This is an optimization exercise on Yosys and OpenROAD, whose aim is small area and a short achievable clock period, not a production implementation.
RTL that was checked went through simulation tests only; none was proved equivalent to the original.
The flow treats the clock pin as an ideal source, which a real chip does not have.
No activity file was given, so power comes from the tool's default toggle rates.

## job 104
## gp_regs_mp
module gp_regs_mp
#(
  parameter int DATA_W  = DEF_DATA_W,
  parameter int REG_NUM = 16,
  parameter int IDX_W   = DEF_IDX_W,
  parameter int NUM_RD  = 2,
  parameter int NUM_WR  = 2,
  parameter int LANE_W  = DEF_LANE_W,
  parameter int ZERO_R0 = 0,
  localparam int NL     = DATA_W / LANE_W
) (
  input  logic                     clk,
  input  logic                     rst_n,
  input  logic [NUM_WR-1:0]        wr_en_i,
  input  logic [NUM_WR*IDX_W-1:0]  wr_idx_i,
  input  logic [NUM_WR*DATA_W-1:0] wr_data_i,
  input  logic [NUM_WR*NL-1:0]     wr_lane_i,
  input  logic [NUM_WR-1:0]        wr_rel_i,
  input  logic [NUM_RD-1:0]        rd_en_i,
  input  logic [NUM_RD*IDX_W-1:0]  rd_idx_i,
  output logic [NUM_RD*DATA_W-1:0] rd_data_o,
  output logic [NUM_RD-1:0]        rd_busy_o,
  input  logic                     rsv_en_i,
  input  logic [IDX_W-1:0]         rsv_idx_i,
  output logic [REG_NUM-1:0]       busy_o
);
For scale: roughly 2,800 cells after synthesis, roughly 180 I/O pins, about 0.028 sq mm of cells after synthesis.
==> flow/config.mk <==
export PLATFORM = sky130hd
export DESIGN_NAME = gp_regs_mp
export DESIGN_NICKNAME = gp_regs_mp
export VERILOG_FILES = /design/flow/design.v
export SDC_FILE = /design/flow/constraint.sdc
export NUM_CORES = 4
export LEC_CHECK = 0
export CAP_MARGIN = 20
export CORE_MARGIN = 2
export CORE_UTILIZATION = 40
export SETUP_SLACK_MARGIN = 1.6
export SLEW_MARGIN = 20
export SYNTH_HIERARCHICAL = 1
==> flow/constraint.sdc <==
create_clock -name core_clock -period 4.0 [get_ports {clk}]
set_input_delay 0.8000 -clock core_clock [delete_from_list [all_inputs] [get_ports {clk}]]
set_output_delay 0.8000 -clock core_clock [all_outputs]
set_load 0.01 [all_outputs]
standard.sh (not shown) runs the stock make flow with config.mk's settings and CLKGATE_MAP_FILE= SYNTH_SCRIPT=/design/flow/synth_recipe.tcl, a recipe that flattens the netlist after the stock synthesis.
==> flow/flow/run.sh <==
#!/bin/bash
# Standard ORFS layout with smaller port buffers, no CTS dummy loads and
# free cell-footprint choice in timing repair.
set -euo pipefail
export BUFFER_PORTS_ARGS="-buffer_cell sky130_fd_sc_hd__buf_2"
export CTS_ARGS="-sink_clustering_enable -repair_clock_nets -dont_use_dummy_load"
bash standard.sh MATCH_CELL_FOOTPRINT=0 finish > standard.log 2>&1
--- input diff job 104..job 105 ---
- CORE_UTILIZATION now 35, was 40
- CELL_PAD_IN_SITES_DETAIL_PLACEMENT now 1, previously not set
- PLACE_DENSITY now 0.5, previously not set
- CELL_PAD_IN_SITES_GLOBAL_PLACEMENT now 1, previously not set
[summary]
Clock-pin slew reported for the worst setup and hold paths after clock tree synthesis across job 105 and job 104: no real change.
Diff job 104 -> job 105: fraction of power spent switching nets essentially unchanged, fraction of the core area covered by cells at the end of the flow decreased 5.1 points, final area increased 0.0012 sq mm.
Function was not checked in any run of this note: the RTL went through the layout flow alone.


== 07-21 ==
Another version of the RTL of gp_regs_mp (not shown whole).
Size: roughly 2900 cells after synthesis, ~610 flip-flops.
==> flow/design.v (excerpt) <==
module gp_regs_mp
#(
  parameter int DATA_W  = DEF_DATA_W,
  parameter int REG_NUM = 16,
  parameter int IDX_W   = DEF_IDX_W,
  parameter int NUM_RD  = 2,
  parameter int NUM_WR  = 2,
  parameter int LANE_W  = DEF_LANE_W,
  parameter int ZERO_R0 = 0,
  localparam int NL     = DATA_W / LANE_W
) (
  input  logic                     clk,
  input  logic                     rst_n,
  input  logic [NUM_WR-1:0]        wr_en_i,
  input  logic [NUM_WR*IDX_W-1:0]  wr_idx_i,
  input  logic [NUM_WR*DATA_W-1:0] wr_data_i,
  input  logic [NUM_WR*NL-1:0]     wr_lane_i,
  input  logic [NUM_WR-1:0]        wr_rel_i,
  input  logic [NUM_RD-1:0]        rd_en_i,
  input  logic [NUM_RD*IDX_W-1:0]  rd_idx_i,
  output logic [NUM_RD*DATA_W-1:0] rd_data_o,
  output logic [NUM_RD-1:0]        rd_busy_o,
  input  logic                     rsv_en_i,
  input  logic [IDX_W-1:0]         rsv_idx_i,
  output logic [REG_NUM-1:0]       busy_o
);
Settings: LEC_CHECK=0, CAP_MARGIN=10, CELL_PAD_IN_SITES_DETAIL_PLACEMENT=1, CELL_PAD_IN_SITES_GLOBAL_PLACEMENT=1, CORE_MARGIN=2, CORE_UTILIZATION=35, PLACE_DENSITY=0.5, SETUP_SLACK_MARGIN=1.8, SLEW_MARGIN=10, SYNTH_HIERARCHICAL=1; clock period 4.0 ns.
==> flow/flow/run.sh <==
#!/bin/bash
# Standard ORFS layout with smaller port buffers, a clock tree of clkbuf_8
# with larger sink clusters
# without dummy loads, free cell-footprint choice in timing repair, and an
# extra gate-sizing pass after CTS (flow/post_cts.tcl).
set -euo pipefail
export BUFFER_PORTS_ARGS="-buffer_cell sky130_fd_sc_hd__buf_2"
export CTS_ARGS="-sink_clustering_enable -repair_clock_nets -dont_use_dummy_load -buf_list {sky130_fd_sc_hd__clkbuf_8} -sink_clustering_size 15 -sink_clustering_max_diameter 60"
export POST_CTS_TCL="$(pwd)/flow/post_cts.tcl"
bash standard.sh MATCH_CELL_FOOTPRINT=0 finish > standard.log 2>&1
==> flow/flow/post_cts.tcl <==
log_cmd estimate_parasitics -placement
log_cmd repair_timing -setup -setup_margin 2.0 -sequence "sizeup,swap" -verbose
log_cmd detailed_placement
log_cmd estimate_parasitics -placement
For 07-28, these inputs were changed with respect to 07-21:
Settings: CELL_PAD_IN_SITES_GLOBAL_PLACEMENT no longer set, was 1; CORE_UTILIZATION now 45, was 35; PLACE_DENSITY now 0.6, was 0.5.
==> flow/flow/run.sh <==
#!/bin/bash
# Standard ORFS layout with smaller port buffers, a clock tree of clkbuf_8
# without dummy loads, and free cell-footprint choice in timing repair.
set -euo pipefail
export BUFFER_PORTS_ARGS="-buffer_cell sky130_fd_sc_hd__buf_2"
export CTS_ARGS="-sink_clustering_enable -repair_clock_nets -dont_use_dummy_load -buf_list {sky130_fd_sc_hd__clkbuf_8}"
bash standard.sh MATCH_CELL_FOOTPRINT=0 finish > standard.log 2>&1
removed: flow/flow/post_cts.tcl
Notes after the runs:
07-28 reached the final stage; the timing, DRC and antenna checks on its layout passed. Re layout sequential cell count: no difference whatsoever between 07-28 and 07-21. Summary — vias after detailed routing, 07-28 relative to 07-21: higher, by 3.6%. 07-28 vs 07-21 on fmax: 07-28 is the lower one. 07-21 → 07-28: combinational share of power has decreased; net switching power of the design up 2.5%; power share of the sequential group lower; post-layout minimum cycle time increased by 0.14 ns relative to the old numbers; non-clock buffer instance count of the final layout has increased.

separate check: timing with driven ports:
How much do the figures lean on ideal ports? The routed layouts below were timed once more, with nothing changed but the port constraints.
Step 1 (the two cells are an assumption about what drives the block):
set clk [get_ports {clk}]
set_driving_cell -lib_cell sky130_fd_sc_hd__clkbuf_16 $clk
set_driving_cell -lib_cell sky130_fd_sc_hd__buf_2 [delete_from_list [all_inputs] $clk]
Step 2 times the ports against the registers' clock, not the clock port: input delays grow and output delays shrink by t, the midpoint of the rising clock arrivals with the driver on.
a / b / c = ideal / step 1 / step 2; a / b = the first two.
run	t (ns)	setup slack, ns	hold slack, ns
job 104	0.663	1.372 / 1.421 / 0.758	0.241 / 0.215 / 0.469
job 105	0.685	1.480 / 1.430 / 0.745	0.199 / 0.164 / 0.469
07-21	0.734	1.651 / 1.628 / 0.893	0.202 / 0.155 / 0.505
07-28	0.779	1.508 / 1.510 / 0.730	0.095 / 0.052 / 0.505
After both steps setup and hold are still met in every run listed. For 07-28, which loses most, drivers alone change the setup slack by +0.002 ns; drivers and shift together by -0.778 ns.
